Source: an optimization exercise on an open RTL-to-GDS flow (aim: small area, a short achievable clock period and few clock cycles per item). Production flows keep margins and buffers that such runs may drop. Where RTL was checked, it was by simulation tests only, not by an equivalence proof against the original. No functional check of the RTL was part of runs 3 to 5. Power and IR drop assume default switching activity.

File: flow/design.v
package pps_pkg;
   localparam int MAX_TASKS = 16;
   localparam int SLOT_W    = (MAX_TASKS > 1) ? $clog2(MAX_TASKS) : 1;
   localparam int CNT_W     = $clog2(MAX_TASKS + 1);
   localparam int TIME_W    = 16;
   localparam int PRIO_W    = 8;
   localparam int SUM_W     = 20;
   localparam int FCNT_W    = 5;
   localparam int SLOTF_W   = 4;
   localparam logic [TIME_W-1:0] TIME_MAX  = '1;
   localparam logic [FCNT_W-1:0] COUNT_MAX = '1;
   localparam logic OP_LOAD = 1'b0;
   localparam logic OP_TICK = 1'b1;
   localparam int AW = 24;
   function automatic logic [AW-1:0] add(input logic [AW-1:0] a, input logic [AW-1:0] b,
                                         input logic cin);
      logic [AW-1:0] g, p, gg, pp, s;
      int            k;
      g     = a & b;
      p     = a ^ b;
      gg    = g;
      pp    = p;
      gg[0] = g[0] | (p[0] & cin);
      for (int l = 0; l < $clog2(AW); l++) begin
         for (int i = 0; i < AW; i++) begin
            if (((i >> l) & 1) == 1) begin
               k     = ((i >> l) << l) - 1;
               gg[i] = gg[i] | (pp[i] & gg[k]);
               pp[i] = pp[i] & pp[k];
            end
         end
      end
      s[0] = p[0] ^ cin;
      for (int i = 1; i < AW; i++) s[i] = p[i] ^ gg[i-1];
      add = s;
   endfunction
   function automatic logic [AW-1:0] add3(input logic [AW-1:0] a, input logic [AW-1:0] b,
                                          input logic [AW-1:0] c, input logic c0,
                                          input logic cin);
      logic [AW-1:0] s, cy;
      s     = a ^ b ^ c;
      cy    = ((a & b) | (a & c) | (b & c)) << 1;
      cy[0] = c0;
      add3  = add(s, cy, cin);
   endfunction
endpackage
module pps_ram #(
   parameter int WIDTH = 8,
   parameter int DEPTH = 16
) (
   input  logic                             clock,
   input  logic                             wr_en,
   input  logic [$clog2(DEPTH)-1:0]         wr_addr,
   input  logic [WIDTH-1:0]                 wr_data,
   input  logic                             rd_en,
   input  logic [$clog2(DEPTH)-1:0]         rd_addr,
   output logic [WIDTH-1:0]                 rd_data
);
   logic [WIDTH-1:0] mem_ff [DEPTH];
   logic [WIDTH-1:0] rd_data_ff;
   always_ff @(posedge clock) begin
      if (wr_en) begin
         mem_ff[wr_addr] <= wr_data;
      end
      if (rd_en) begin
         rd_data_ff <= mem_ff[rd_addr];
      end
   end
   assign rd_data = rd_data_ff;
endmodule
module preemptive_priority_scheduler (
   input  logic                        clock,
   input  logic                        reset,
   input  logic                        req_valid,
   output logic                        req_ready,
   input  logic                        req_opcode,
   input  logic [pps_pkg::SLOTF_W-1:0] req_slot,
   input  logic [pps_pkg::TIME_W-1:0]  req_arrival_time,
   input  logic [pps_pkg::TIME_W-1:0]  req_burst_time,
   input  logic [pps_pkg::PRIO_W-1:0]  req_priority,
   output logic                        rsp_valid,
   input  logic                        rsp_ready,
   output logic                        rsp_ran,
   output logic [pps_pkg::SLOTF_W-1:0] rsp_ran_slot,
   output logic                        rsp_new_slice,
   output logic [pps_pkg::TIME_W-1:0]  rsp_slice_time,
   output logic                        rsp_finished,
   output logic [pps_pkg::TIME_W-1:0]  rsp_completion_time,
   output logic [pps_pkg::TIME_W-1:0]  rsp_turnaround,
   output logic [pps_pkg::TIME_W-1:0]  rsp_waiting,
   output logic [pps_pkg::SUM_W-1:0]   rsp_waiting_sum,
   output logic [pps_pkg::SUM_W-1:0]   rsp_turnaround_sum,
   output logic                        rsp_all_done,
   input  logic                        csr_wr_en,
   input  logic [pps_pkg::FCNT_W-1:0]  csr_wr_data
);
   localparam int N  = pps_pkg::MAX_TASKS;
   localparam int SW = pps_pkg::SLOT_W;
   localparam int TW = pps_pkg::TIME_W;
   localparam int PW = pps_pkg::PRIO_W;
   localparam int UW = pps_pkg::SUM_W;
   localparam int FW = pps_pkg::FCNT_W;
   localparam int AW = pps_pkg::AW;
   logic [TW-1:0] arr_q   [N];
   logic [TW-1:0] burst_q [N];
   logic [PW-1:0] prio_q  [N];
   logic [TW-1:0] rem_q   [N];
   logic [N-1:0]  run_q;
   logic [N-1:0]  arrv_q;
   logic          beat_q  [N][N];
   logic [N-1:0]  dec_q;
   logic [TW-1:0] pend_q;
   logic          pend2_q;
   logic [TW-1:0] now_q;
   logic [TW-1:0] nowp1_q;
   logic [SW-1:0] last_q;
   logic          last_vld_q;
   logic [FW-1:0] fin_cnt_q;
   logic [FW-1:0] task_q;
   logic          v1_q;
   logic          r1_ran_q;
   logic [SW-1:0] r1_slot_q;
   logic          r1_newsl_q;
   logic          r1_fin_q;
   logic          r1_nsat_q;
   logic [TW-1:0] r1_arr_q;
   logic [TW-1:0] r1_burst_q;
   logic          v2_q;
   logic          r2_ran_q;
   logic [SW-1:0] r2_slot_q;
   logic          r2_newsl_q;
   logic          r2_fin_q;
   logic [TW-1:0] r2_slice_q;
   logic [TW-1:0] r2_comp_q;
   logic [TW-1:0] r2_tat_q;
   logic [TW-1:0] r2_wt_q;
   logic          r2_done_q;
   logic          v3_q;
   logic          o_ran_q;
   logic [SW-1:0] o_slot_q;
   logic          o_newsl_q;
   logic [TW-1:0] o_slice_q;
   logic          o_fin_q;
   logic [TW-1:0] o_comp_q;
   logic [TW-1:0] o_tat_q;
   logic [TW-1:0] o_wt_q;
   logic [UW-1:0] o_wsum_q;
   logic [UW-1:0] o_tsum_q;
   logic          o_done_q;
   logic          adv;
   logic          acc;
   logic          acc_tick;
   logic          acc_load;
   assign adv       = !v3_q || rsp_ready;
   assign req_ready = adv;
   assign acc       = req_valid && adv;
   assign acc_tick  = acc && (req_opcode == pps_pkg::OP_TICK);
   assign acc_load  = acc && (req_opcode == pps_pkg::OP_LOAD);
   logic [N-1:0]  ready;
   logic [N-1:0]  win;
   logic [N-1:0]  one;
   logic          ran;
   logic          fin;
   logic          win_pend;
   logic [SW-1:0] slot_enc;
   logic [TW-1:0] arr_w;
   logic [TW-1:0] burst_w;
   logic [TW-1:0] rem_w;
   assign ready = run_q & arrv_q;
   always_comb begin
      for (int i = 0; i < N; i++) begin
         win[i] = ready[i];
         for (int j = 0; j < N; j++) begin
            if (j < i) win[i] = win[i] & (!ready[j] | !beat_q[j][i]);
            if (j > i) win[i] = win[i] & (!ready[j] | beat_q[i][j]);
         end
         one[i] = dec_q[i] ? (rem_q[i] == TW'(2)) : (rem_q[i] == TW'(1));
      end
   end
   always_comb begin
      slot_enc = '0;
      arr_w    = '0;
      burst_w  = '0;
      rem_w    = '0;
      for (int i = 0; i < N; i++) begin
         if (win[i]) slot_enc = slot_enc | SW'(i);
         arr_w   = arr_w   | (arr_q[i]   & {TW{win[i]}});
         burst_w = burst_w | (burst_q[i] & {TW{win[i]}});
         rem_w   = rem_w   | (rem_q[i]   & {TW{win[i]}});
      end
   end
   assign ran      = |ready;
   assign fin      = |(win & one);
   assign win_pend = |(win & dec_q);
   logic [N-1:0]  kl;
   logic [AW-1:0] ld_diff;
   logic          ld_arrv;
   logic [N-1:0]  ld_sel;
   always_comb begin
      for (int j = 0; j < N; j++) begin
         kl[j]     = {prio_q[j], SW'(j)} < {req_priority, req_slot};
         ld_sel[j] = acc_load && (req_slot == SW'(j));
      end
   end
   assign ld_diff = pps_pkg::add(AW'(now_q), (~(AW'(req_arrival_time))), 1'b1);
   assign ld_arrv = !ld_diff[AW-1];
   logic [TW-1:0] rem_wd;
   logic [N-1:0]  rem_we;
   assign rem_wd = acc_load ? req_burst_time
                            : TW'(pps_pkg::add(AW'(pend_q), {{(AW-1){1'b1}}, !pend2_q}, 1'b0));
   assign rem_we = acc_load ? ld_sel : dec_q;
   always_ff @(posedge clock) begin
      for (int i = 0; i < N; i++) begin
         if (ld_sel[i]) begin
            arr_q[i]   <= req_arrival_time;
            burst_q[i] <= req_burst_time;
            prio_q[i]  <= req_priority;
         end
         if (rem_we[i]) rem_q[i] <= rem_wd;
         if (ld_sel[i]) begin
            arrv_q[i] <= ld_arrv;
         end else if (acc_tick && (arr_q[i] == nowp1_q)) begin
            arrv_q[i] <= 1'b1;
         end
         for (int j = 0; j < N; j++) begin
            if (j > i) begin
               if (ld_sel[i]) beat_q[i][j] <= !kl[j];
               else if (ld_sel[j]) beat_q[i][j] <= kl[i];
            end
         end
      end
   end
   always_ff @(posedge clock) begin
      if (reset) begin
         run_q <= '0;
         dec_q <= '0;
      end else begin
         for (int i = 0; i < N; i++) begin
            if (ld_sel[i]) run_q[i] <= (req_burst_time != '0);
            else if (acc_tick && win[i] && one[i]) run_q[i] <= 1'b0;
         end
         if (acc_load) dec_q <= dec_q & ~ld_sel;
         else if (acc_tick) dec_q <= win;
         else dec_q <= '0;
      end
   end
   always_ff @(posedge clock) begin
      if (acc_tick) begin
         pend_q  <= rem_w;
         pend2_q <= win_pend;
      end
   end
   always_ff @(posedge clock) begin
      if (reset) begin
         now_q      <= '0;
         nowp1_q    <= TW'(1);
         last_q     <= '0;
         last_vld_q <= 1'b0;
         fin_cnt_q  <= '0;
         task_q     <= '0;
         v1_q       <= 1'b0;
      end else begin
         if (csr_wr_en) task_q <= csr_wr_data;
         if (acc_tick) begin
            now_q <= nowp1_q;
            if (nowp1_q != pps_pkg::TIME_MAX) nowp1_q <= nowp1_q + 1'b1;
            if (ran) begin
               last_q     <= slot_enc;
               last_vld_q <= 1'b1;
            end
            if (fin && (fin_cnt_q != pps_pkg::COUNT_MAX)) fin_cnt_q <= fin_cnt_q + 1'b1;
         end
         if (adv) v1_q <= acc;
      end
   end
   always_ff @(posedge clock) begin
      if (adv) begin
         r1_ran_q   <= acc_tick && ran;
         r1_slot_q  <= (acc_tick && ran) ? slot_enc : '0;
         r1_newsl_q <= acc_tick && ran && (!last_vld_q || (last_q != slot_enc));
         r1_fin_q   <= acc_tick && fin;
         r1_nsat_q  <= (now_q != pps_pkg::TIME_MAX);
         r1_arr_q   <= arr_w;
         r1_burst_q <= burst_w;
      end
   end
   logic [AW-1:0] tat_d;
   logic [AW-1:0] wt_d;
   assign tat_d = pps_pkg::add(AW'(now_q), (~(AW'(r1_arr_q))), 1'b1);
   assign wt_d  = pps_pkg::add3(AW'(now_q), (~(AW'(r1_arr_q))), (~(AW'(r1_burst_q))), 1'b1,
                                1'b1);
   always_ff @(posedge clock) begin
      if (reset) begin
         v2_q <= 1'b0;
      end else if (adv) begin
         v2_q <= v1_q;
      end
   end
   always_ff @(posedge clock) begin
      if (adv) begin
         r2_ran_q   <= r1_ran_q;
         r2_slot_q  <= r1_slot_q;
         r2_newsl_q <= r1_newsl_q;
         r2_fin_q   <= v1_q && r1_fin_q;
         r2_slice_q <= r1_ran_q ? (r1_nsat_q ? TW'(pps_pkg::add(AW'(now_q), '1, 1'b0)) : now_q)
                                : '0;
         r2_comp_q  <= r1_fin_q ? now_q : '0;
         r2_tat_q   <= r1_fin_q ? tat_d[TW-1:0] : '0;
         r2_wt_q    <= (r1_fin_q && !wt_d[AW-1]) ? wt_d[TW-1:0] : '0;
         r2_done_q  <= (fin_cnt_q == task_q);
      end
   end
   logic [AW-1:0] tsum_d;
   logic [AW-1:0] wsum_d;
   assign tsum_d = pps_pkg::add(AW'(o_tsum_q), AW'(r2_tat_q), 1'b0);
   assign wsum_d = pps_pkg::add(AW'(o_wsum_q), AW'(r2_wt_q), 1'b0);
   always_ff @(posedge clock) begin
      if (reset) begin
         v3_q     <= 1'b0;
         o_wsum_q <= '0;
         o_tsum_q <= '0;
      end else if (adv) begin
         v3_q <= v2_q;
         if (v2_q && r2_fin_q) begin
            o_tsum_q <= tsum_d[UW] ? '1 : tsum_d[UW-1:0];
            o_wsum_q <= wsum_d[UW] ? '1 : wsum_d[UW-1:0];
         end
      end
   end
   always_ff @(posedge clock) begin
      if (adv) begin
         o_ran_q   <= r2_ran_q;
         o_slot_q  <= r2_slot_q;
         o_newsl_q <= r2_newsl_q;
         o_slice_q <= r2_slice_q;
         o_fin_q   <= r2_fin_q;
         o_comp_q  <= r2_comp_q;
         o_tat_q   <= r2_tat_q;
         o_wt_q    <= r2_wt_q;
         o_done_q  <= r2_done_q;
      end
   end
   assign rsp_valid           = v3_q;
   assign rsp_ran             = o_ran_q;
   assign rsp_ran_slot        = o_slot_q;
   assign rsp_new_slice       = o_newsl_q;
   assign rsp_slice_time      = o_slice_q;
   assign rsp_finished        = o_fin_q;
   assign rsp_completion_time = o_comp_q;
   assign rsp_turnaround      = o_tat_q;
   assign rsp_waiting         = o_wt_q;
   assign rsp_waiting_sum     = o_wsum_q;
   assign rsp_turnaround_sum  = o_tsum_q;
   assign rsp_all_done        = o_done_q;
endmodule
File: flow/run.sh
#!/bin/bash
# synth_recipe.tcl (not shown) runs the flow's synth.tcl, then flattens the netlist and writes it again
# the make line also repeats each setting of config.mk as NAME=value (left out here)
make -C /OpenROAD-flow-scripts/flow DESIGN_CONFIG=/design/flow/config.mk WORK_HOME=/design/flow/orfs CLKGATE_MAP_FILE= SYNTH_SCRIPT=/design/flow/synth_recipe.tcl finish
File: flow/config.mk
export PLATFORM = sky130hd
export DESIGN_NAME = preemptive_priority_scheduler
export DESIGN_NICKNAME = preemptive_priority_scheduler
export VERILOG_FILES = /design/flow/design.v
export SDC_FILE = /design/flow/constraint.sdc
export NUM_CORES = 4
export LEC_CHECK = 0
export ABC_CLOCK_PERIOD_IN_PS = 2500
export CAP_MARGIN = 20
export CORE_MARGIN = 2
export CORE_UTILIZATION = 40
export SETUP_SLACK_MARGIN = 3.2
export SLEW_MARGIN = 20
File: flow/constraint.sdc
create_clock -name core_clock -period 6.0 [get_ports {clock}]
set_input_delay 1.2000 -clock core_clock [delete_from_list [all_inputs] [get_ports {clock}]]
set_output_delay 1.2000 -clock core_clock [all_outputs]
set_load 0.01 [all_outputs]
==> summary.txt, run 1 <==
Outcome
  – Result of the run: no timing/DRC/antenna violations

Logic synthesis
  – Unique masters post-synth: 78
  – Post-synthesis share of cell area spent on full adders, half adders and majority gates: 0.0548
  – Compound-Gate Fraction of Synth Area: 0.115
  – Leading register cell type out of synthesis: sky130_fd_sc_hd__edfxtp_1
  – Share of async-settable or async-resettable flops after synthesis: 0
  – Avg Inst Size Synth: 13.5 sq um
  – Basic-gate share of the synthesized area counting and, or, nand and nor cells: 0.105
  – Mux contribution to synthesized area: 0.00477
  – Post-Synth XOR/XNOR Area: 0.0474
  – Main combinational cell family by area after synthesis: compound AO/OA/AOI/OAI gates
  – Number of instances in the synthesized netlist: 4,493
  – Synth Cell Area: 0.0608 sq mm
  – Total number of yosys warnings: 6
  – Fraction of the yosys area taken by sequential cells: 0.649
  – Synthesized flop and latch total: 1,355
  – Syn Nets: 4,796
  – Number of enable flip-flop cells after synthesis: 1,233

Power and ir drop
  – Part of the total power dissipated in the clock network: 0.435
  – Switching share of power: 0.225
  – Int Pwr: 16.1 mW
  – Total power of the final layout: 20.7 mW
  – Sequential group share of total power: 0.507
  – Comb pwr share: 0.058
  – Leakage power summed over all cells: 27.6 nW
  – Power density over cell area: 272 mW/mm^2
  – Worst supply voltage drop on vdd: 0.000294 V
  – Switching power: 4.67 mW

Timing
  – Transition time at the pin with the least slew margin: 1310 ps
  – Unrepaired setup endpoints after global routing: yes
  – Count of endpoints failing hold in the final timing report: 0
  – Clock Skew: 33.6 ps
  – Final WS setup: 2600 ps
  – Final TNS setup: 0 ps
  – Worst Hold Margin: 417 ps
  – Maximum operating frequency: 0.294 GHz
  – Final setup violation count: 0
  – Worst slew margin relative to its limit: 0.117
  – Final worst path period need: 3400 ps
  – Post-route fraction of the period consumed by the critical path: 0.567
  – Max Slew Vio Count: 0

GRT
  – Global-route wire length before repair: 323,000 microns
  – Gr usage total: 0.290
  – Gr ovfl total: 0
  – Via count of the first global-routing pass: 42,700
  – Met1 global-route usage: 0.379
  – Busiest grt layer: met2
  – Pin count of the biggest net entering global routing: 79
  – GR met3 Demand/Resource: 0.0711
  – Met2 usage in global routing: 0.450
  – Antenna violations before repair: 10

Hold path
  – Hold path cells: 0
  – Startpoint of the tightest hold check path: r2_slice_q[10]
  – Worst Hold Class: register to register
  – End of the worst hold path: o_slice_q[10]

CTS
  – Number of CTS-inserted buffers: 147
  – Clock latency on the worst-skew pair: 810 ps
  – Post-CTS Hold Buffers: 0
  – # H-tree levels: 4
  – TritonCTS clock tree: done
  – Root Buffer: sky130_fd_sc_hd__clkbuf_16
  – Total clock sinks: 1,355
  – Maximum clock insertion buffer count: 3
  – Reg clk slew, reported paths: 60 ps

Drt
  – Routed via count divided by cell count: 6.27
  – Count of vias placed by the detailed router: 44,800
  – Routed wire length: 236,000 microns
  – Antenna viol nets, final: 0
  – Starting DRC count in detailed routing: 6,110
  – Number of detailed-routing iterations run before antenna repair: 8
  – Average wire length per cell after detail routing: 33.1 microns
  – Remaining DRCs: 0

Flow run
  – Max capacitance violation total: 0

Die
  – Die Footprint: 0.155 sq mm
  – Number of placement rows: 143
  – Core area: 0.152 sq mm
  – Number of primary I/O pins: 169
  – Chip height: 394 microns
  – Die Width: 394 microns
  – Starting Density: 0.401

Worst setup path
  – Reg-to-reg startpoint: r1_arr_q[2]
  – Worst Setup Start Kind: register
  – Max incr delay on CP: 510 ps
  – Most used cell, CP: sky130_fd_sc_hd__buf_4
  – Kind of end point of the critical path: register
  – Critical path required time: 6590 ps
  – Data arrival at the endpoint of the critical path: 4000 ps
  – Worst path top cell family by delay: adder cells
  – WS Path Type: register to register
  – R2R cell count: 13
  – Reg2reg end: r2_wt_q[8]
  – Cell breakdown of the critical path: inv_2 -> fa_2 -> ha_4 -> nor2b_4 -> o31a_1 -> o41ai_4 -> buf_4 -> buf_4 -> buf_4 -> nand2b_1 -> fa_1 -> inv_1 -> nor2_1
  – Crit Path Max Fanout: 2
  – Slowest CP cell: sky130_fd_sc_hd__fa_1
  – Minimum setup slack among reg-to-reg paths: 2600 ps
  – Worst path buffer plus inverter count: 5

Layout
  – Non-filler instance count after layout: 7,154
  – Commonest cells after routing, fill and taps aside: 1,233 x sky130_fd_sc_hd__edfxtp_1, 263 x sky130_fd_sc_hd__nand2_1, 261 x sky130_fd_sc_hd__buf_4
  – Area added between synthesis and finish: 25.3%
  – End-of-flow core utilization: 0.503
  – Most frequent standard cell in the layout excluding fill and tap cells: sky130_fd_sc_hd__edfxtp_1
  – Final cell area excluding filler cells: 0.0762 sq mm
  – Number of nets in the finished design: 5,303
  – Fraction of final layout cells sized beyond drive strength 1: 0.212

Place
  – Placed wire-length estimate after detailed placement: 144,000 microns
  – Area of placed instances: 0.0656 sq mm
  – Post-Place Cells: 6,584
  – Number of buffers added on ports: 168
  – RePlAce Congestion: 0.999
  – Worst setup slack before clock tree synthesis: 1190 ps
cells in the mapped netlist (all sizes together) (97+ instances only):
cell type	count	area share
a21oi	171	0.014
a221oi	197	0.028
a22o	197	0.028
clkbuf	192	0.012
dfxtp	122	0.040
edfxtp	1233	0.61
ha	217	0.045
inv	117	0.0072
nand2	298	0.018
nand3	195	0.016
nand4	140	0.014
nor2	185	0.011
o21ai	101	0.0083
xnor2	232	0.033
xor2	97	0.014
registers in the layout (all words and copies together) (netlist names), 16 cells and up:
register and cells:
prio_q 128, r2_tat_q 16, o_tsum_q 20, pend_q 16, dec_q 16, r1_burst_q 16, r2_wt_q 16, beat_q 120
run_q 16, o_slice_q 16, o_wsum_q 20, o_tat_q 16, now_q 16, o_wt_q 16, rem_q 256, burst_q 256
r2_slice_q 16, r1_arr_q 16, arr_q 256, o_comp_q 16, arrv_q 16, nowp1_q 16, r2_comp_q 16
power by group through the flow:
stage               sequential (mW)  combinational [mW]  clock [mW]
floorplan                      10.7               0.502           0
global placement               10.7               0.954           0
detailed placement             10.7               0.971           0
CTS                            10.5                1.12        9.08
global route                   10.5                1.28        9.45
finish                         10.5                1.21        9.01
how the worst max path moves through the flow:
| stage | startpoint | to | slack [ps] | depth (start not counted) |
|---|---|---|---|---|
| after detailed placement | req_priority[0] | beat_q[40] | 1190 | 11 |
| after global placement | req_priority[0] | beat_q[46] | 1160 | 11 |
| after CTS | r1_burst_q[2] | r2_wt_q[9] | 2570 | 12 |
| after global routing | r1_arr_q[2] | r2_wt_q[9] | 2490 | 12 |
| after floorplan | rsp_ready | arrv_q[13] | 2250 | 9 |
| final | r1_arr_q[2] | r2_wt_q[8] | 2600 | 13 |
worst register-to-register path, stage by stage, from the launching register on:
cell and delay, ps:
sky130_fd_sc_hd__edfxtp_1 410, sky130_fd_sc_hd__inv_2 110, sky130_fd_sc_hd__fa_2 490, sky130_fd_sc_hd__ha_4 260, sky130_fd_sc_hd__nor2b_4 120, sky130_fd_sc_hd__o31a_1 290
sky130_fd_sc_hd__o41ai_4 270, sky130_fd_sc_hd__buf_4 170, sky130_fd_sc_hd__buf_4 90, sky130_fd_sc_hd__buf_4 100, sky130_fd_sc_hd__nand2b_1 70, sky130_fd_sc_hd__fa_1 510
sky130_fd_sc_hd__inv_1 80, sky130_fd_sc_hd__nor2_1 240
timing repair:
| item | in CTS | in global routing |
|---|---|---|
| buffers inserted | 189 | 59 |
| resized for setup | 595 | 296 |
| cloned | 32 | 16 |
| pin swaps | 104 | 110 |
| endpoints found under the setup margin | 1591 | 624 |
cells by family after synthesis:
logic type      count (synthesis)
fa+ha+maj                     248
mux                            29
buf+inv                       379
compound gates                929
flops                        1355
simple gates                 1224
xor+xnor                      329
per-layer routing:
layer,vias to the layer above,part of all wire
li1,18600,-
met1,22600,0.38
met2,3081,0.45
met3,629,0.11
met4,6,0.057
met5,-,0.00017
layout make-up:
| class | count | area [sq um] |
|---|---|---|
| Inverter | 120 | 543 |
| Timing Repair Buffer | 607 | 6700 |
| Sequential cell | 1355 | 39500 |
| Fill cell | 12900 | 75300 |
| Multi-Input combinational cell | 2765 | 22200 |
| Tap cell | 2030 | 2540 |
| Clock inverter | 79 | 724 |
| Clock buffer | 187 | 3980 |
| Antenna cell | 7 | 17.5 |
| Timing Repair inverter | 4 | 30.0 |
Testbench counts, summed over its fixed seeds: cycles 16,096, items 16,072.
==> run 2: changes to the inputs <==
--- a/flow/config.mk
+++ b/flow/config.mk
@@ -11,3 +11,3 @@
 export CORE_UTILIZATION = 40
-export SETUP_SLACK_MARGIN = 3.2
+export SETUP_SLACK_MARGIN = 2.8
 export SLEW_MARGIN = 20
==> summary.txt, run 2 <==
Outcome
  – Result of the run: no timing/DRC/antenna violations

Drt
  – Starting DRC count in detailed routing: 5,950 (-2.6%)
  – Routed wire length: 220,000 microns (-7.0%)
  – Routed via count divided by cell count: 6.23 (-0.65%)
  – Antenna viol nets, final: 0 (unchanged)
  – Average wire length per cell after detail routing: 31.3 microns (-5.3%)
  – Number of detailed-routing iterations run before antenna repair: 6 (-2)
  – Remaining DRCs: 0 (unchanged)
  – Count of vias placed by the detailed router: 43,700 (-2.5%)

Die
  – Number of primary I/O pins: 169 (unchanged)
  – Die Footprint: 0.155 sq mm (unchanged)
  – Die Width: 394 microns (unchanged)
  – Chip height: 394 microns (unchanged)
  – Starting Density: 0.401 (unchanged)
  – Number of placement rows: 143 (unchanged)
  – Core area: 0.152 sq mm (unchanged)

Layout
  – Commonest cells after routing, fill and taps aside: 1,233 x sky130_fd_sc_hd__edfxtp_1, 268 x sky130_fd_sc_hd__nand2_1, 230 x sky130_fd_sc_hd__xnor2_1
  – Area added between synthesis and finish: 20.1%
  – Most frequent standard cell in the layout excluding fill and tap cells: sky130_fd_sc_hd__edfxtp_1
  – Biggest regs: arr_q: 256 flops, burst_q: 256 flops, rem_q: 256 flops
  – Final cell area excluding filler cells: 0.0731 sq mm (-4.1%)
  – Fraction of final layout cells sized beyond drive strength 1: 0.155 (-0.0574)
  – End-of-flow core utilization: 0.482 (-0.0209)
  – Number of nets in the finished design: 5,163 (-2.6%)

GRT
  – Pin count of the biggest net entering global routing: 73 (-7.6%)
  – Gr usage total: 0.274 (-0.0167)
  – Via count of the first global-routing pass: 41,800 (-2.3%)
  – Gr ovfl total: 0 (unchanged)
  – Global-route wire length before repair: 308,000 microns (-4.7%)
  – Antenna violations before repair: 9 (-1)

Logic synthesis
  – Leading register cell type out of synthesis: sky130_fd_sc_hd__edfxtp_1
  – Total number of yosys warnings: 6 (unchanged)
  – Mux contribution to synthesized area: 0.00477 (unchanged)
  – Fraction of the yosys area taken by sequential cells: 0.649 (unchanged)
  – Syn Nets: 4,796 (unchanged)
  – Share of async-settable or async-resettable flops after synthesis: 0 (unchanged)
  – Synth Cell Area: 0.0608 sq mm (unchanged)
  – Avg Inst Size Synth: 13.5 sq um (unchanged)
  – Area share of the largest cell type after synthesis: 0.609 (unchanged)
  – Compound-Gate Fraction of Synth Area: 0.115 (unchanged)
  – Number of instances in the synthesized netlist: 4,493 (unchanged)
  – Basic-gate share of the synthesized area counting and, or, nand and nor cells: 0.105 (unchanged)
  – Most numerous cell in the Yosys netlist: sky130_fd_sc_hd__edfxtp_1
  – Most numerous cell types in the synthesized netlist: 1,233 x sky130_fd_sc_hd__edfxtp_1, 297 x sky130_fd_sc_hd__nand2_1, 232 x sky130_fd_sc_hd__xnor2_1, 217 x sky130_fd_sc_hd__ha_1
  – Post-Synth XOR/XNOR Area: 0.0474 (unchanged)
  – Leading area contributor after synthesis: sky130_fd_sc_hd__edfxtp_1
  – Number of enable flip-flop cells after synthesis: 1,233 (unchanged)
  – Post-synthesis share of cell area spent on full adders, half adders and majority gates: 0.0548 (unchanged)
  – Main combinational cell family by area after synthesis: compound AO/OA/AOI/OAI gates
  – Unique masters post-synth: 78 (unchanged)
  – Synthesized flop and latch total: 1,355 (unchanged)
  – Synth area leaders: sky130_fd_sc_hd__edfxtp_1 61%, sky130_fd_sc_hd__ha_1 4.5%, sky130_fd_sc_hd__dfxtp_1 4.0%

CTS
  – # H-tree levels: 4 (unchanged)
  – Reg clk slew, reported paths: 60 ps (about the same)
  – Total clock sinks: 1,355 (unchanged)
  – Maximum clock insertion buffer count: 3 (unchanged)
  – Root Buffer: sky130_fd_sc_hd__clkbuf_16
  – Clock latency on the worst-skew pair: 810 ps (about the same)
  – Number of CTS-inserted buffers: 149 (+1.4%)
  – TritonCTS clock tree: done

Power and ir drop
  – Total power of the final layout: 20.8 mW (+0.34%)
  – Worst supply voltage drop on vdd: 0.000332 V (+13%)
  – Power density over cell area: 285 mW/mm^2 (+4.7%)
  – Leakage power summed over all cells: 25.7 nW (-6.9%)

Timing
  – Post-route fraction of the period consumed by the critical path: 0.577 (+0.00990)
  – Final TNS setup: 0 ps (unchanged)
  – Worst Hold Margin: 395 ps (-21.9 ps)
  – Unrepaired setup endpoints after global routing: yes
  – Count of endpoints failing hold in the final timing report: 0 (unchanged)
  – Clock Skew: 36.4 ps (+2.76 ps)
  – Final worst path period need: 3460 ps (+59.4 ps)
  – Final setup violation count: 0 (unchanged)
  – Maximum operating frequency: 0.289 GHz (-1.7%)
  – Transition time at the pin with the least slew margin: 1110 ps (-202 ps)
  – Worst slew margin relative to its limit: 0.259 (+0.141)
  – Max Slew Vio Count: 0 (unchanged)

Worst setup path
  – Worst path buffer plus inverter count: 3 (-2)
  – Cell breakdown of the critical path: inv_4 -> fa_2 -> ha_4 -> nor2b_4 -> o31a_1 -> o41ai_4 -> a211oi_2 -> o41a_1 -> o21a_2 -> o211ai_4 -> buf_12 -> buf_6 -> nor2_4
  – Data arrival at the endpoint of the critical path: 3990 ps (about the same)
  – Kind of end point of the critical path: register
  – Critical path required time: 6530 ps (-60 ps)
  – Worst path top cell family by delay: compound AO/OA/AOI/OAI gates
  – Crit Path Max Fanout: 6 (+4)
  – Slowest CP cell: sky130_fd_sc_hd__fa_2
  – Max incr delay on CP: 490 ps (-20 ps)
  – WS Path Type: register to register
  – Worst Setup Start Kind: register

Place
  – Area of placed instances: 0.0656 sq mm (about the same)
  – RePlAce Congestion: 1.02 (+2.0%)
  – Placed wire-length estimate after detailed placement: 142,000 microns (-1.8%)
  – Number of buffers added on ports: 168 (unchanged)

Flow run
  – Max capacitance violation total: 0 (unchanged)

Hold path
  – Worst Hold Class: register to register
run 2: power breakdown:
group / internal [mW] / total [mW] / switching (mW)
Combinational: 0.417 / 1.13 / 0.714
Sequential: 10.4 / 10.5 / 0.0841
Clock: 5.20 / 9.15 / 3.94
Total: 16.1 / 20.8 / 4.74
run 2: cell type report:
cell class	count	area, sq um
fill	13200	78500
sequential	1355	39500
multi-input combinational	2762	20900
timing repair buffer	467	4660
clock buffer	185	3990
tap	2030	2540
clock inverter	93	890
inverter	120	557
timing repair inverter	5	37.5
antenna	3	7.51
run 2: path summary, 6_finish.rpt:
kind	startpoint	to	slack, ps	cells after the start
max	r1_burst_q[2]	r2_wt_q[6]	2540	13
min	r2_done_q	o_done_q	400	0
max reg2reg	r1_burst_q[2]	r2_wt_q[6]	2540	13
min reg2reg	r2_done_q	o_done_q	400	0
run 2: kinds of logic (layout without fill, tap and decap cells):
group,after synthesis,in the layout
adder cells (fa/ha/maj),248,248
XOR/XNOR,329,329
AND/OR/NAND/NOR,1224,1225
AO/OA/AOI/OAI,929,931
buffers and inverters,379,870
flip-flops,1355,1355
other,0,3
multiplexers,29,29
run 2: routing by layer:
metal | part of all wire | up-vias | wire length, microns | track usage
li1 | - | 18300 | - | -
met1 | 0.39 | 21800 | 84900 | 0.367
met2 | 0.44 | 2991 | 97800 | 0.420
met3 | 0.12 | 592 | 25300 | 0.0664
met4 | 0.053 | 12 | 11700 | 0.125
met5 | 0.00041 | - | 91 | 0
run 2: metrics by stage:
stage	setup slack, ps	std cells
after global placement	967	6578
after floorplan	2250	4493
after detailed placement	1050	6580
after CTS	2380	6979
after global routing	2440	7019
final	2540	7020
run 2: what timing repair did:
action | CTS | global route
pin swaps | 30 | 54
cloned | 12 | 6
buffers inserted | 109 | 31
endpoints found under the setup margin | 1071 | 725
gates resized for setup | 175 | 126
hold buffers | 0 | 0
run 2: worst reg2reg max path: cells and delay by family, from the launching register on:
family	cells	cell delay, ps
fa+ha+maj	2	730
buf+inv	3	410
flops	1	420
simple gates	2	160
compound gates	6	1500
==> run 3: changes to the inputs <==
--- a/flow/design.v
+++ b/flow/design.v
@@ -104,3 +104,3 @@
    logic [TW-1:0] arr_q   [N];
-   logic [TW-1:0] burst_q [N];
+   logic [TW:0]   ab_q    [N];
    logic [PW-1:0] prio_q  [N];
@@ -126,3 +126,3 @@
    logic [TW-1:0] r1_arr_q;
-   logic [TW-1:0] r1_burst_q;
+   logic [TW:0]   r1_ab_q;
    logic          v2_q;
@@ -166,3 +166,3 @@
    logic [TW-1:0] arr_w;
-   logic [TW-1:0] burst_w;
+   logic [TW:0]   ab_w;
    logic [TW-1:0] rem_w;
@@ -182,3 +182,3 @@
       arr_w    = '0;
-      burst_w  = '0;
+      ab_w     = '0;
       rem_w    = '0;
@@ -187,3 +187,3 @@
          arr_w   = arr_w   | (arr_q[i]   & {TW{win[i]}});
-         burst_w = burst_w | (burst_q[i] & {TW{win[i]}});
+         ab_w    = ab_w    | (ab_q[i]    & {(TW+1){win[i]}});
          rem_w   = rem_w   | (rem_q[i]   & {TW{win[i]}});
@@ -195,2 +195,3 @@
    logic [N-1:0]  kl;
+   logic [TW:0]   ld_ab;
    logic [AW-1:0] ld_diff;
@@ -204,2 +205,3 @@
    end
+   assign ld_ab   = (TW+1)'(pps_pkg::add(AW'(req_arrival_time), AW'(req_burst_time), 1'b0));
    assign ld_diff = pps_pkg::add(AW'(now_q), (~(AW'(req_arrival_time))), 1'b1);
@@ -215,3 +217,3 @@
             arr_q[i]   <= req_arrival_time;
-            burst_q[i] <= req_burst_time;
+            ab_q[i]    <= ld_ab;
             prio_q[i]  <= req_priority;
@@ -283,3 +285,3 @@
          r1_arr_q   <= arr_w;
-         r1_burst_q <= burst_w;
+         r1_ab_q    <= ab_w;
       end
@@ -289,4 +291,3 @@
    assign tat_d = pps_pkg::add(AW'(now_q), (~(AW'(r1_arr_q))), 1'b1);
-   assign wt_d  = pps_pkg::add3(AW'(now_q), (~(AW'(r1_arr_q))), (~(AW'(r1_burst_q))), 1'b1,
-                                1'b1);
+   assign wt_d  = pps_pkg::add(AW'(now_q), (~(AW'(r1_ab_q))), 1'b1);
    always_ff @(posedge clock) begin
--- a/flow/config.mk
+++ b/flow/config.mk
@@ -7,3 +7,2 @@
 export LEC_CHECK = 0
-export ABC_CLOCK_PERIOD_IN_PS = 2500
 export CAP_MARGIN = 20
==> summary.txt, run 3 <==
Timing
  – Post-route fraction of the period consumed by the critical path: 0.545 (-0.0324)
  – Final worst path period need: 3270 ps (-194 ps)
  – Final TNS setup: 0 ps (unchanged)
  – Unrepaired setup endpoints after global routing: yes
  – Worst slew margin relative to its limit: 0.266 (+0.00719)
  – Count of endpoints failing hold in the final timing report: 0 (unchanged)
  – Clock Skew: 91.0 ps (+54.6 ps)
  – Max Slew Vio Count: 0 (unchanged)
  – Final setup violation count: 0 (unchanged)
  – Maximum operating frequency: 0.306 GHz (+5.9%)
  – Transition time at the pin with the least slew margin: 1100 ps (-11.6 ps)

Logic synthesis
  – Number of enable flip-flop cells after synthesis: 1,250 (+1.4%)
  – Most numerous cell types in the synthesized netlist: 1,250 x sky130_fd_sc_hd__edfxtp_1, 303 x sky130_fd_sc_hd__nand2_1, 231 x sky130_fd_sc_hd__ha_1, 227 x sky130_fd_sc_hd__xnor2_1, 213 x sky130_fd_sc_hd__nor2_1
  – Number of instances in the synthesized netlist: 4,554 (+1.4%)
  – Avg Inst Size Synth: 13.5 sq um (about the same)
  – Leading register cell type out of synthesis: sky130_fd_sc_hd__edfxtp_1
  – Area share of the largest cell type after synthesis: 0.609 (about the same)
  – Synthesized flop and latch total: 1,372 (+1.3%)
  – Leading area contributor after synthesis: sky130_fd_sc_hd__edfxtp_1
  – Fraction of the yosys area taken by sequential cells: 0.649 (about the same)
  – Share of async-settable or async-resettable flops after synthesis: 0 (unchanged)
  – Unique masters post-synth: 79 (+1.3%)
  – Total number of yosys warnings: 6 (unchanged)
  – Most numerous cell in the Yosys netlist: sky130_fd_sc_hd__edfxtp_1
  – Syn Nets: 4,860 (+1.3%)
  – Synth area leaders: sky130_fd_sc_hd__edfxtp_1 61%, sky130_fd_sc_hd__ha_1 4.7%, sky130_fd_sc_hd__dfxtp_1 4.0%
  – Synth Cell Area: 0.0616 sq mm (+1.3%)

GRT
  – Gr ovfl total: 0 (unchanged)
  – Via count of the first global-routing pass: 42,500 (+1.7%)
  – Global-route wire length before repair: 315,000 microns (+2.3%)
  – Met1 global-route usage: 0.371 (+0.00411)
  – GR met3 Demand/Resource: 0.0755 (+0.00910)
  – Pin count of the biggest net entering global routing: 70 (-4.1%)
  – Gr usage total: 0.280 (+0.00651)
  – Busiest grt layer: met2
  – Antenna violations before repair: 11 (+2)
  – Met2 usage in global routing: 0.424 (+0.00403)

Die
  – Die Width: 397 microns (+0.65%)
  – Number of placement rows: 144 (+0.70%)
  – Starting Density: 0.402 (about the same)
  – Core area: 0.154 sq mm (+1.3%)
  – Number of primary I/O pins: 169 (unchanged)
  – Chip height: 397 microns (+0.65%)
  – Die Footprint: 0.157 sq mm (+1.3%)

Drt
  – Starting DRC count in detailed routing: 6,339 (+6.5%)
  – Number of detailed-routing iterations run before antenna repair: 8 (+2)
  – Remaining DRCs: 0 (unchanged)
  – Routed wire length: 227,000 microns (+3.4%)
  – Count of vias placed by the detailed router: 44,400 (+1.5%)
  – Average wire length per cell after detail routing: 32.0 microns (+2.2%)
  – Antenna viol nets, final: 0 (unchanged)
  – Routed via count divided by cell count: 6.24 (+0.28%)

Flow run
  – Max capacitance violation total: 0 (unchanged)

CTS
  – TritonCTS clock tree: done
  – Number of CTS-inserted buffers: 148 (-0.67%)
  – Root Buffer: sky130_fd_sc_hd__clkbuf_16
  – Maximum clock insertion buffer count: 3 (unchanged)
  – Reg clk slew, reported paths: 60 ps (about the same)
  – Clock latency on the worst-skew pair: 840 ps (+30 ps)
  – # H-tree levels: 4 (unchanged)
  – Post-CTS Hold Buffers: 0 (unchanged)
  – Total clock sinks: 1,372 (+1.3%)

Layout
  – Number of nets in the finished design: 5,243 (+1.5%)
  – Most frequent standard cell in the layout excluding fill and tap cells: sky130_fd_sc_hd__edfxtp_1
  – Area added between synthesis and finish: 20.1% (about the same)
  – Top reg by flops: ab_q
  – Commonest cells after routing, fill and taps aside: 1,250 x sky130_fd_sc_hd__edfxtp_1, 276 x sky130_fd_sc_hd__nand2_1, 231 x sky130_fd_sc_hd__buf_4
  – Fraction of final layout cells sized beyond drive strength 1: 0.151 (-0.00398)
  – Non-filler instance count after layout: 7,104 (+1.2%)
  – Flip-flop count of the largest register, all copies and words added: 272
  – Biggest regs: ab_q: 272 flops, arr_q: 256 flops, rem_q: 256 flops
  – # fillers: 13,400 (+1.5%)
  – Sequential cell area in the final layout: 0.0400 sq mm (+1.3%)
  – Area of the multi-input gates: 0.0209 sq mm (+0.21%)

Outcome
  – Result of the run: no timing/DRC/antenna violations

Worst setup path
  – Most used cell, CP: sky130_fd_sc_hd__buf_12
  – WS Path Type: register to register
  – Max incr delay on CP: 640 ps (+150 ps)
  – Slowest CP cell: sky130_fd_sc_hd__dfxtp_2
  – Worst Setup Start Kind: register
  – Critical path required time: 6440 ps (-90 ps)
  – Data arrival at the endpoint of the critical path: 3710 ps (-280 ps)
  – Crit Path Max Fanout: 39 (+33)
  – Cell breakdown of the critical path: nand3_1 -> nand4b_1 -> nor4_4 -> buf_4 -> buf_12 -> buf_12 -> a22o_1 -> a221oi_1 -> nand4_1
  – Kind of end point of the critical path: register

Power and ir drop
  – Worst supply voltage drop on vdd: 0.000330 V (-0.70%)
  – Power density over cell area: 288 mW/mm^2 (+1.1%)
  – Leakage power summed over all cells: 26.1 nW (+1.6%)

Place
  – Post-Place Cells: 6,648 (+1.0%)
  – Placed wire-length estimate after detailed placement: 139,000 microns (-1.8%)
  – RePlAce Congestion: 0.979 (-3.9%)
  – Number of buffers added on ports: 168 (unchanged)

Hold path
  – Worst Hold Class: register to register
## run 3: changes by cell type in the layout (fill, tap and decap cells not counted), sizes merged, moves of 17 or more
cell	before	now
edfxtp	1233	1250
mux2i	29	8
nor3	74	46
buf	292	310
nor2	185	213
o21ai	101	152
## run 3: worst paths after layout
path                        from            end  slack (ps)  cells past startpoint
hold reg to reg   r2_slice_q[13]  o_slice_q[13]         420                      0
hold / removal    r2_slice_q[13]  o_slice_q[13]         420                      0
setup / recovery       run_q[12]   r1_arr_q[12]        2730                      9
setup reg to reg       run_q[12]   r1_arr_q[12]        2730                      9
## run 3: power by group
group,total (mW),internal (mW),switching [mW]
sequential,10.7,10.7,0.0740
combinational,1.24,0.442,0.794
clock,9.34,5.27,4.07
## run 3: layout make-up
type / instances / share of cell area
multi-input combinational: 2806 / 0.283
timing repair inverter: 4 / 0.000405
clock buffer: 191 / 0.0535
inverter: 119 / 0.00718
tap: 2044 / 0.0345
timing repair buffer: 486 / 0.0678
clock inverter: 81 / 0.0136
sequential: 1372 / 0.540
antenna: 1 / 0.0000338
## run 3: logic make-up (layout without fill, tap and decap cells)
kind of cell	after synthesis	in the layout	share of synthesized area
AO/OA/AOI/OAI	957	957	0.116
XOR/XNOR	340	341	0.0483
adder cells (fa/ha/maj)	251	251	0.0534
buffers and inverters	378	881	0.0247
flip-flops	1372	1372	0.649
multiplexers	8	8	0.00130
other	0	1	0
AND/OR/NAND/NOR	1248	1249	0.108
## run 3: critical path: cells and delay by family, from the launching register on
family / cells / cell delay, ps
simple gates: 4 / 1070
flops: 1 / 640
compound gates: 2 / 630
buf+inv: 3 / 510
## run 3: repair_timing
action / 4_1_cts / 5_1_grt
buffers inserted: 133 / 29
hold endpoints to repair: 0 / 0
gates resized for setup: 164 / 102
gates cloned: 16 / 5
setup endpoints to repair: 1175 / 375
pin swaps: 32 / 19
## run 3: per-layer routing
metal,share of wire,up-vias
li1,-,18500
met1,0.38,22100
met2,0.44,3050
met3,0.12,680
met4,0.059,4
met5,0.00011,-
## run 3: metrics by stage
stage	hold slack, ps	setup slack (ps)	util	area (sq um)	total power [mW]
2_1_floorplan	400	2380	-	62000	11.5
3_3_place_gp	401	803	0.433	66400	12.0
3_5_place_dp	405	723	0.433	66400	12.0
4_1_cts	418	2700	0.478	73400	21.3
5_1_grt	423	2760	0.482	74100	21.9
6_report	417	2730	0.482	74100	21.3
==> run 4: changes to the inputs <==
--- a/flow/config.mk
+++ b/flow/config.mk
@@ -9,3 +9,4 @@
 export CORE_MARGIN = 2
-export CORE_UTILIZATION = 40
+export CORE_UTILIZATION = 55
+export CTS_BUF_LIST = sky130_fd_sc_hd__clkbuf_8
 export SETUP_SLACK_MARGIN = 2.8
==> summary.txt, run 4 <==
CTS
  – Reg clk slew, reported paths: 60 ps (about the same)
  – Total clock sinks: 1,372 (unchanged)
  – Clock latency on the worst-skew pair: 960 ps (+120 ps)
  – Maximum clock insertion buffer count: 3 (unchanged)
  – Number of CTS-inserted buffers: 223 (+51%)
  – # H-tree levels: 4 (unchanged)
  – Post-CTS Hold Buffers: 0 (unchanged)
  – TritonCTS clock tree: done
  – Root Buffer: sky130_fd_sc_hd__clkbuf_8

Worst setup path
  – Kind of end point of the critical path: register
  – WS Path Type: primary input to register
  – Reg-to-reg startpoint: arrv_q[14]
  – Crit Path Max Fanout: 10 (-74%)
  – Critical path required time: 6700 ps (+260 ps)
  – Minimum setup slack among reg-to-reg paths: 2800 ps (+70 ps)
  – Data arrival at the endpoint of the critical path: 3930 ps (+220 ps)
  – Worst Setup Start Kind: primary input
  – R2R cell count: 8 (-1)
  – Reg2reg end: r1_ab_q[0]

Logic synthesis
  – Leading area contributor after synthesis: sky130_fd_sc_hd__edfxtp_1
  – Total number of yosys warnings: 6 (unchanged)
  – Unique masters post-synth: 79 (unchanged)
  – Synth Cell Area: 0.0616 sq mm (unchanged)
  – Fraction of the yosys area taken by sequential cells: 0.649 (unchanged)
  – Area share of the largest cell type after synthesis: 0.609 (unchanged)
  – Number of instances in the synthesized netlist: 4,554 (unchanged)
  – Most numerous cell in the Yosys netlist: sky130_fd_sc_hd__edfxtp_1
  – Avg Inst Size Synth: 13.5 sq um (unchanged)
  – Number of enable flip-flop cells after synthesis: 1,250 (unchanged)
  – Most numerous cell types in the synthesized netlist: 1,250 x sky130_fd_sc_hd__edfxtp_1, 303 x sky130_fd_sc_hd__nand2_1, 231 x sky130_fd_sc_hd__ha_1, 227 x sky130_fd_sc_hd__xnor2_1, 213 x sky130_fd_sc_hd__nor2_1
  – Share of async-settable or async-resettable flops after synthesis: 0 (unchanged)
  – Syn Nets: 4,860 (unchanged)
  – Synth area leaders: sky130_fd_sc_hd__edfxtp_1 61%, sky130_fd_sc_hd__ha_1 4.7%, sky130_fd_sc_hd__dfxtp_1 4.0%
  – Synthesized flop and latch total: 1,372 (unchanged)
  – Leading register cell type out of synthesis: sky130_fd_sc_hd__edfxtp_1

Layout
  – Area added between synthesis and finish: 17.2%
  – Commonest cells after routing, fill and taps aside: 1,250 x sky130_fd_sc_hd__edfxtp_1, 274 x sky130_fd_sc_hd__nand2_1, 237 x sky130_fd_sc_hd__buf_4
  – Flip-flop count of the largest register, all copies and words added: 272 (unchanged)
  – Top reg by flops: ab_q
  – Biggest regs: ab_q: 272 flops, arr_q: 256 flops, rem_q: 256 flops
  – Number of nets in the finished design: 5,305 (+1.2%)
  – End-of-flow core utilization: 0.651 (+0.168)
  – Fraction of final layout cells sized beyond drive strength 1: 0.155 (+0.00457)
  – # fillers: 8,378 (-37%)
  – Non-filler instance count after layout: 6,671 (-6.1%)
  – Most frequent standard cell in the layout excluding fill and tap cells: sky130_fd_sc_hd__edfxtp_1

Drt
  – Antenna viol nets, final: 0 (unchanged)
  – Routed via count divided by cell count: 6.72 (+7.6%)
  – Count of vias placed by the detailed router: 44,800 (+1.1%)
  – Routed wire length: 224,000 microns (-1.4%)
  – Number of detailed-routing iterations run before antenna repair: 12 (+4)
  – Remaining DRCs: 0 (unchanged)
  – Average wire length per cell after detail routing: 33.6 microns (+5.0%)
  – Starting DRC count in detailed routing: 6,510 (+2.7%)

Die
  – Die Footprint: 0.115 sq mm (-27%)
  – Die Width: 339 microns (-15%)
  – Core area: 0.111 sq mm (-28%)
  – Number of placement rows: 122 (-15%)
  – Starting Density: 0.555 (+0.154)
  – Number of primary I/O pins: 169 (unchanged)
  – Chip height: 339 microns (-15%)

Timing
  – Transition time at the pin with the least slew margin: 1060 ps (-41.8 ps)
  – Maximum operating frequency: 0.310 GHz (+1.3%)
  – Post-route fraction of the period consumed by the critical path: 0.538 (-0.00724)
  – Final WS setup: 2770 ps (+43.5 ps)
  – Worst slew margin relative to its limit: 0.295 (+0.0297)
  – Final worst path period need: 3230 ps (-43.5 ps)
  – Count of endpoints failing hold in the final timing report: 0 (unchanged)
  – Max Slew Vio Count: 0 (unchanged)
  – Final setup violation count: 0 (unchanged)
  – Worst Hold Margin: 416 ps (-0.897 ps)
  – Unrepaired setup endpoints after global routing: no
  – Clock Skew: 54.2 ps (-36.8 ps)
  – Final TNS setup: 0 ps (unchanged)

Place
  – Number of buffers added on ports: 168 (unchanged)
  – Placed wire-length estimate after detailed placement: 144,000 microns (+3.3%)
  – RePlAce Congestion: 1.02 (+4.3%)
  – Post-Place Cells: 6,122 (-7.9%)
  – Worst setup slack before clock tree synthesis: 914 ps (+190 ps)

GRT
  – Gr usage total: 0.383 (+0.103)
  – Global-route wire length before repair: 313,000 microns (-0.70%)
  – Pin count of the biggest net entering global routing: 75 (+7.1%)
  – Antenna violations before repair: 14 (+3)
  – Gr ovfl total: 0 (unchanged)
  – Via count of the first global-routing pass: 43,000 (+1.2%)

Power and ir drop
  – Power density over cell area: 275 mW/mm^2 (-4.5%)
  – Worst supply voltage drop on vdd: 0.000203 V (-39%)
  – Leakage power summed over all cells: 25.9 nW (-0.86%)

Hold path
  – Worst Hold Class: register to register
  – End of the worst hold path: o_slice_q[7]
  – Hold path cells: 0 (unchanged)
  – Startpoint of the tightest hold check path: r2_slice_q[7]

Outcome
  – Result of the run: no timing/DRC/antenna violations

Flow run
  – Max capacitance violation total: 0 (unchanged)
-- run 4: through the flow --
step | total power [mW] | area [sq um]
after floorplan | 11.5 | 62000
after global placement | 12.0 | 65900
after detailed placement | 12.0 | 66000
after CTS | 19.8 | 71500
after global routing | 20.4 | 72200
final | 19.8 | 72200
-- run 4: worst max-delay path by stage --
stage	cells past startpoint	start	slack, ps	endpoint
6_report	11	req_burst_time[4]	2770	ab_q[9][15]
5_1_grt	14	req_priority[1]	2770	beat_q[10]
4_1_cts	3	rsp_ready	2630	req_ready
3_5_place_dp	10	req_arrival_time[1]	910	ab_q[11][16]
3_3_place_gp	10	req_arrival_time[1]	1030	ab_q[11][16]
2_1_floorplan	10	rsp_ready	2380	beat_q[9]
-- run 4: repair_timing --
| item | CTS | global route |
|---|---|---|
| gates cloned | 10 | 3 |
| gates resized for setup | 140 | 91 |
| endpoints found under the hold margin | 0 | 0 |
| setup buffers | 86 | 41 |
| setup endpoints to repair | 865 | 483 |
| pin swaps | 29 | 23 |
-- run 4: kinds of logic (layout without fill, tap and decap cells) --
kind of cell / after synthesis / after routing / share of synthesized area
AND/OR/NAND/NOR: 1248 / 1248 / 0.108
buffers and inverters: 378 / 998 / 0.0247
XOR/XNOR: 340 / 340 / 0.0483
multiplexers: 8 / 8 / 0.00130
adder cells (fa/ha/maj): 251 / 251 / 0.0534
other: 0 / 9 / 0
flip-flops: 1372 / 1372 / 0.649
AO/OA/AOI/OAI: 957 / 957 / 0.116
-- run 4: critical path, cell delays in order --
cell and delay, ps:
sky130_fd_sc_hd__clkdlybuf4s50_1 800, sky130_fd_sc_hd__ha_1 350, sky130_fd_sc_hd__nand3_1 90, sky130_fd_sc_hd__nand2_1 70, sky130_fd_sc_hd__nor2_2 140, sky130_fd_sc_hd__a211oi_2 100
sky130_fd_sc_hd__o32a_1 380, sky130_fd_sc_hd__buf_4 180, sky130_fd_sc_hd__a211oi_4 330, sky130_fd_sc_hd__xnor2_2 100, sky130_fd_sc_hd__buf_4 170
-- run 4: area by class of cell --
type                    count  area, sq um  area share
well taps                1488         1860      0.0258
clock buffers             234         3220      0.0446
multi-input cells        2804        20800       0.289
clock inverters           166         1030      0.0143
flip-flops and latches   1372        40000       0.554
diodes                      9         22.5    0.000312
inverters                 119          528     0.00731
repair buffers            474         4660      0.0645
repair inverters            5         35.0    0.000485
-- run 4: routing by layer --
metal	share of wire	track usage	vias up
met5	0.00029	0	-
met4	0.065	0.214	10
met1	0.37	0.510	22200
met2	0.43	0.568	3237
li1	-	-	18700
met3	0.13	0.108	755
-- run 4: power breakdown --
group	internal, mW	switching (mW)	total [mW]
combinational	0.413	0.809	1.22
sequential	10.7	0.0750	10.7
clock	3.98	3.91	7.89
total	15.1	4.79	19.8
==> run 5: changes to the inputs <==
--- a/flow/design.v
+++ b/flow/design.v
@@ -132,4 +132,4 @@
    logic          r2_fin_q;
-   logic [TW-1:0] r2_slice_q;
-   logic [TW-1:0] r2_comp_q;
+   logic [TW-1:0] r2_now_q;
+   logic          r2_nsat_q;
    logic [TW-1:0] r2_tat_q;
@@ -305,5 +305,4 @@
          r2_fin_q   <= v1_q && r1_fin_q;
-         r2_slice_q <= r1_ran_q ? (r1_nsat_q ? TW'(pps_pkg::add(AW'(now_q), '1, 1'b0)) : now_q)
-                                : '0;
-         r2_comp_q  <= r1_fin_q ? now_q : '0;
+         r2_now_q   <= now_q;
+         r2_nsat_q  <= r1_nsat_q;
          r2_tat_q   <= r1_fin_q ? tat_d[TW-1:0] : '0;
@@ -335,5 +334,7 @@
          o_newsl_q <= r2_newsl_q;
-         o_slice_q <= r2_slice_q;
+         o_slice_q <= r2_ran_q ? (r2_nsat_q ? TW'(pps_pkg::add(AW'(r2_now_q), '1, 1'b0))
+                                            : r2_now_q)
+                               : '0;
          o_fin_q   <= r2_fin_q;
-         o_comp_q  <= r2_comp_q;
+         o_comp_q  <= r2_fin_q ? r2_now_q : '0;
          o_tat_q   <= r2_tat_q;
--- a/flow/config.mk
+++ b/flow/config.mk
@@ -9,5 +9,6 @@
 export CORE_MARGIN = 2
-export CORE_UTILIZATION = 55
-export CTS_BUF_LIST = sky130_fd_sc_hd__clkbuf_8
-export SETUP_SLACK_MARGIN = 2.8
+export CORE_UTILIZATION = 40
+export CTS_CLUSTER_DIAMETER = 80
+export CTS_CLUSTER_SIZE = 22
+export SETUP_SLACK_MARGIN = 3.0
 export SLEW_MARGIN = 20
==> summary.txt, run 5 <==
Outcome
  – Result of the run: no timing/DRC/antenna violations

Logic synthesis
  – Synth area leaders: sky130_fd_sc_hd__edfxtp_1 61%, sky130_fd_sc_hd__ha_1 4.7%, sky130_fd_sc_hd__dfxtp_1 4.0%
  – Unique masters post-synth: 78 (-1.3%)
  – Avg Inst Size Synth: 13.5 sq um (-0.43%)
  – Number of enable flip-flop cells after synthesis: 1,235 (-1.2%)
  – Leading area contributor after synthesis: sky130_fd_sc_hd__edfxtp_1
  – Synth Cell Area: 0.0611 sq mm (-0.86%)
  – Syn Nets: 4,839 (-0.43%)
  – Most numerous cell types in the synthesized netlist: 1,235 x sky130_fd_sc_hd__edfxtp_1, 308 x sky130_fd_sc_hd__nand2_1, 234 x sky130_fd_sc_hd__xnor2_1, 230 x sky130_fd_sc_hd__ha_1, 214 x sky130_fd_sc_hd__nor2_1
  – Fraction of the yosys area taken by sequential cells: 0.647 (-0.00171)
  – Number of instances in the synthesized netlist: 4,534 (-0.44%)
  – Most numerous cell in the Yosys netlist: sky130_fd_sc_hd__edfxtp_1
  – Total number of yosys warnings: 6 (unchanged)
  – Area share of the largest cell type after synthesis: 0.607 (-0.00206)
  – Synthesized flop and latch total: 1,357 (-1.1%)
  – Leading register cell type out of synthesis: sky130_fd_sc_hd__edfxtp_1
  – Share of async-settable or async-resettable flops after synthesis: 0 (unchanged)

CTS
  – Number of CTS-inserted buffers: 82 (-63%)
  – Maximum clock insertion buffer count: 3 (unchanged)
  – Post-CTS Hold Buffers: 0 (unchanged)
  – # H-tree levels: 3 (-1)
  – TritonCTS clock tree: done
  – Reg clk slew, reported paths: 90 ps (+30 ps)
  – Total clock sinks: 1,357 (-1.1%)
  – Clock latency on the worst-skew pair: 740 ps (-220 ps)
  – Root Buffer: sky130_fd_sc_hd__clkbuf_16

Worst setup path
  – Reg2reg end: rem_q[15][15]
  – Crit path from: pend_q[0]
  – Max incr delay on CP: 490 ps (-310 ps)
  – Kind of end point of the critical path: register
  – Crit Path Max Fanout: 8 (-2)
  – Most used cell, CP: sky130_fd_sc_hd__or4_4
  – Slowest CP cell: sky130_fd_sc_hd__or4_4
  – WS Path Type: register to register
  – Critical path required time: 6490 ps (-210 ps)
  – R2R cell count: 13 (+5)
  – Worst Setup Start Kind: register
  – Cell breakdown of the critical path: ha_2 -> inv_2 -> ha_4 -> nor3b_4 -> nand3b_1 -> or2_4 -> or4_4 -> or4_4 -> buf_6 -> nor2_4 -> xnor2_2 -> o21ai_4 -> buf_16
  – Minimum setup slack among reg-to-reg paths: 2640 ps (-160 ps)
  – Worst path top cell family by delay: simple AND/OR/NAND/NOR gates
  – Data arrival at the endpoint of the critical path: 3850 ps (-80 ps)
  – Worst path buffer plus inverter count: 3 (unchanged)
  – Reg-to-reg startpoint: pend_q[0]

Drt
  – Starting DRC count in detailed routing: 6,701 (+2.9%)
  – Routed wire length: 238,000 microns (+6.3%)
  – Routed via count divided by cell count: 6.31 (-6.2%)
  – Remaining DRCs: 0 (unchanged)
  – Number of detailed-routing iterations run before antenna repair: 6 (-6)
  – Average wire length per cell after detail routing: 33.7 microns (+0.24%)
  – Antenna viol nets, final: 0 (unchanged)
  – Count of vias placed by the detailed router: 44,600 (-0.45%)

Timing
  – Transition time at the pin with the least slew margin: 1060 ps (+3.42 ps)
  – Clock Skew: 43.4 ps (-10.8 ps)
  – Final setup violation count: 0 (unchanged)
  – Unrepaired setup endpoints after global routing: yes
  – Final WS setup: 2640 ps (-129 ps)
  – Worst slew margin relative to its limit: 0.293 (-0.00228)
  – Post-route fraction of the period consumed by the critical path: 0.559 (+0.0215)
  – Max Slew Vio Count: 0 (unchanged)
  – Maximum operating frequency: 0.298 GHz (-3.8%)
  – Count of endpoints failing hold in the final timing report: 0 (unchanged)
  – Final worst path period need: 3360 ps (+129 ps)
  – Final TNS setup: 0 ps (unchanged)

Layout
  – Final cell area excluding filler cells: 0.0746 sq mm (+3.2%)
  – Number of nets in the finished design: 5,290 (-0.28%)
  – Most frequent standard cell in the layout excluding fill and tap cells: sky130_fd_sc_hd__edfxtp_1
  – Area added between synthesis and finish: 22.0%
  – Commonest cells after routing, fill and taps aside: 1,235 x sky130_fd_sc_hd__edfxtp_1, 282 x sky130_fd_sc_hd__buf_4, 262 x sky130_fd_sc_hd__nand2_1
  – Fraction of final layout cells sized beyond drive strength 1: 0.199 (+0.0437)
  – Flip-flop count of the largest register, all copies and words added: 272 (unchanged)
  – Biggest regs: ab_q: 272 flops, arr_q: 256 flops, rem_q: 256 flops
  – Top reg by flops: ab_q

Die
  – Number of placement rows: 143 (+17%)
  – Core area: 0.152 sq mm (+37%)
  – Die Width: 395 microns (+17%)
  – Number of primary I/O pins: 169 (unchanged)
  – Starting Density: 0.402 (-0.153)
  – Die Footprint: 0.156 sq mm (+36%)
  – Chip height: 395 microns (+17%)

GRT
  – Gr usage total: 0.295 (-0.0875)
  – Gr ovfl total: 0 (unchanged)
  – Antenna violations before repair: 15 (+1)
  – Via count of the first global-routing pass: 42,700 (-0.79%)
  – Pin count of the biggest net entering global routing: 88 (+17%)
  – Global-route wire length before repair: 328,000 microns (+4.8%)

Power and ir drop
  – Leakage power summed over all cells: 26.1 nW (+0.91%)
  – Worst supply voltage drop on vdd: 0.000194 V (-4.3%)
  – Power density over cell area: 244 mW/mm^2 (-11%)

Place
  – RePlAce Congestion: 0.982 (-3.9%)
  – Number of buffers added on ports: 168 (unchanged)
  – Area of placed instances: 0.0664 sq mm (+0.64%)
  – Placed wire-length estimate after detailed placement: 147,000 microns (+2.1%)
  – Worst setup slack before clock tree synthesis: 1060 ps (+151 ps)

Flow run
  – Max capacitance violation total: 0 (unchanged)

Hold path
  – Hold path cells: 0 (unchanged)
  – Worst Hold Class: register to register
  – End of the worst hold path: r2_slot_q[2]
  – Startpoint of the tightest hold check path: r1_slot_q[2]
==> run 5: cell count changes after synthesis, moves of 8 or more <==
| cell | delta |
|---|---|
| sky130_fd_sc_hd__clkbuf_1 | +8 |
| sky130_fd_sc_hd__xor2_1 | -12 |
| sky130_fd_sc_hd__edfxtp_1 | -15 |
| sky130_fd_sc_hd__buf_2 | -15 |
==> run 5: logic make-up (layout without fill, tap and decap cells) <==
kind of cell / after synthesis / after routing / synth area share
flip-flops: 1357 / 1357 / 0.647
AND/OR/NAND/NOR: 1242 / 1246 / 0.108
AO/OA/AOI/OAI: 961 / 961 / 0.118
buffers and inverters: 381 / 885 / 0.0249
XOR/XNOR: 335 / 335 / 0.0480
adder cells (fa/ha/maj): 250 / 250 / 0.0536
multiplexers: 8 / 8 / 0.00131
other: 0 / 4 / 0
==> run 5: cell type report <==
| cell class | instances | area (sq um) |
|---|---|---|
| well taps | 2030 | 2540 |
| clock buffers | 109 | 2220 |
| diodes | 4 | 10.0 |
| flip-flops and latches | 1357 | 39600 |
| fillers | 13000 | 77300 |
| inverters | 126 | 594 |
| multi-input cells | 2800 | 22300 |
| clock inverters | 32 | 392 |
| repair inverters | 4 | 28.8 |
| repair buffers | 614 | 6930 |
==> run 5: repair_timing <==
action,4_1_cts,5_1_grt
pin swaps,91,57
gates resized for setup,465,172
endpoints found under the setup margin,1704,456
gates cloned,40,10
buffers inserted,206,47
==> run 5: routing by layer <==
layer / up-vias / share of wire / GRT usage
met5: - / 0.00053 / 0
met1: 22300 / 0.38 / 0.385
met3: 692 / 0.11 / 0.0611
met4: 20 / 0.065 / 0.146
met2: 3055 / 0.45 / 0.468
li1: 18600 / - / -
==> run 5: how the worst max path moves through the flow <==
stage | to | slack (ps) | cells past startpoint
after detailed placement | beat_q[190] | 1060 | 10
after global routing | rem_q[11][15] | 2550 | 13
after CTS | req_ready | 2640 | 4
final | rem_q[15][15] | 2640 | 13
after floorplan | ab_q[0][14] | 2430 | 11
after global placement | beat_q[174] | 1160 | 10
==> run 5: per-stage QoR <==
step	hold slack, ps	utilization	std cells	total power, mW
floorplan	400	-	4534	11.4
global placement	400	0.437	6628	11.9
detailed placement	405	0.437	6628	11.9
CTS	419	0.483	7015	18.2
global route	427	0.491	7072	18.7
finish	413	0.491	7076	18.2
==> run 5: where the power goes <==
group | internal [mW] | total [mW] | switching [mW]
Clock | 2.77 | 6.18 | 3.42
Combinational | 0.565 | 1.45 | 0.886
Sequential | 10.5 | 10.6 | 0.0830

## what the ideal ports hide
How much do the figures lean on ideal ports? The routed layouts below were timed once more, with nothing changed but the port constraints. Step 1: set_driving_cell puts a clkbuf_16 on clock and a buf_2 on each other input, an assumption about the parent block. Step 2 also shifts input and output timing later by t, the mid clock arrival at the registers, as if the neighbouring blocks saw the same clock. Slacks: ideal / step 1 / step 2; pairs: ideal / step 1.
run	t (ns)	setup slack, ns	cell pins on the clock port's net
run 1	0.879	2.595 / 2.595 / 2.375	1
run 2	0.875	2.536 / 2.536 / 1.976	1
run 3	0.875	2.730 / 2.730 / 1.896	1
run 4	1.010	2.774 / 2.741 / 1.731	1
run 5	0.798	2.645 / 2.645 / 2.043	1
After both steps every run listed still meets setup and hold. For run 4, which loses most, drivers alone change the setup slack by -0.033 ns; drivers and shift together by -1.043 ns.
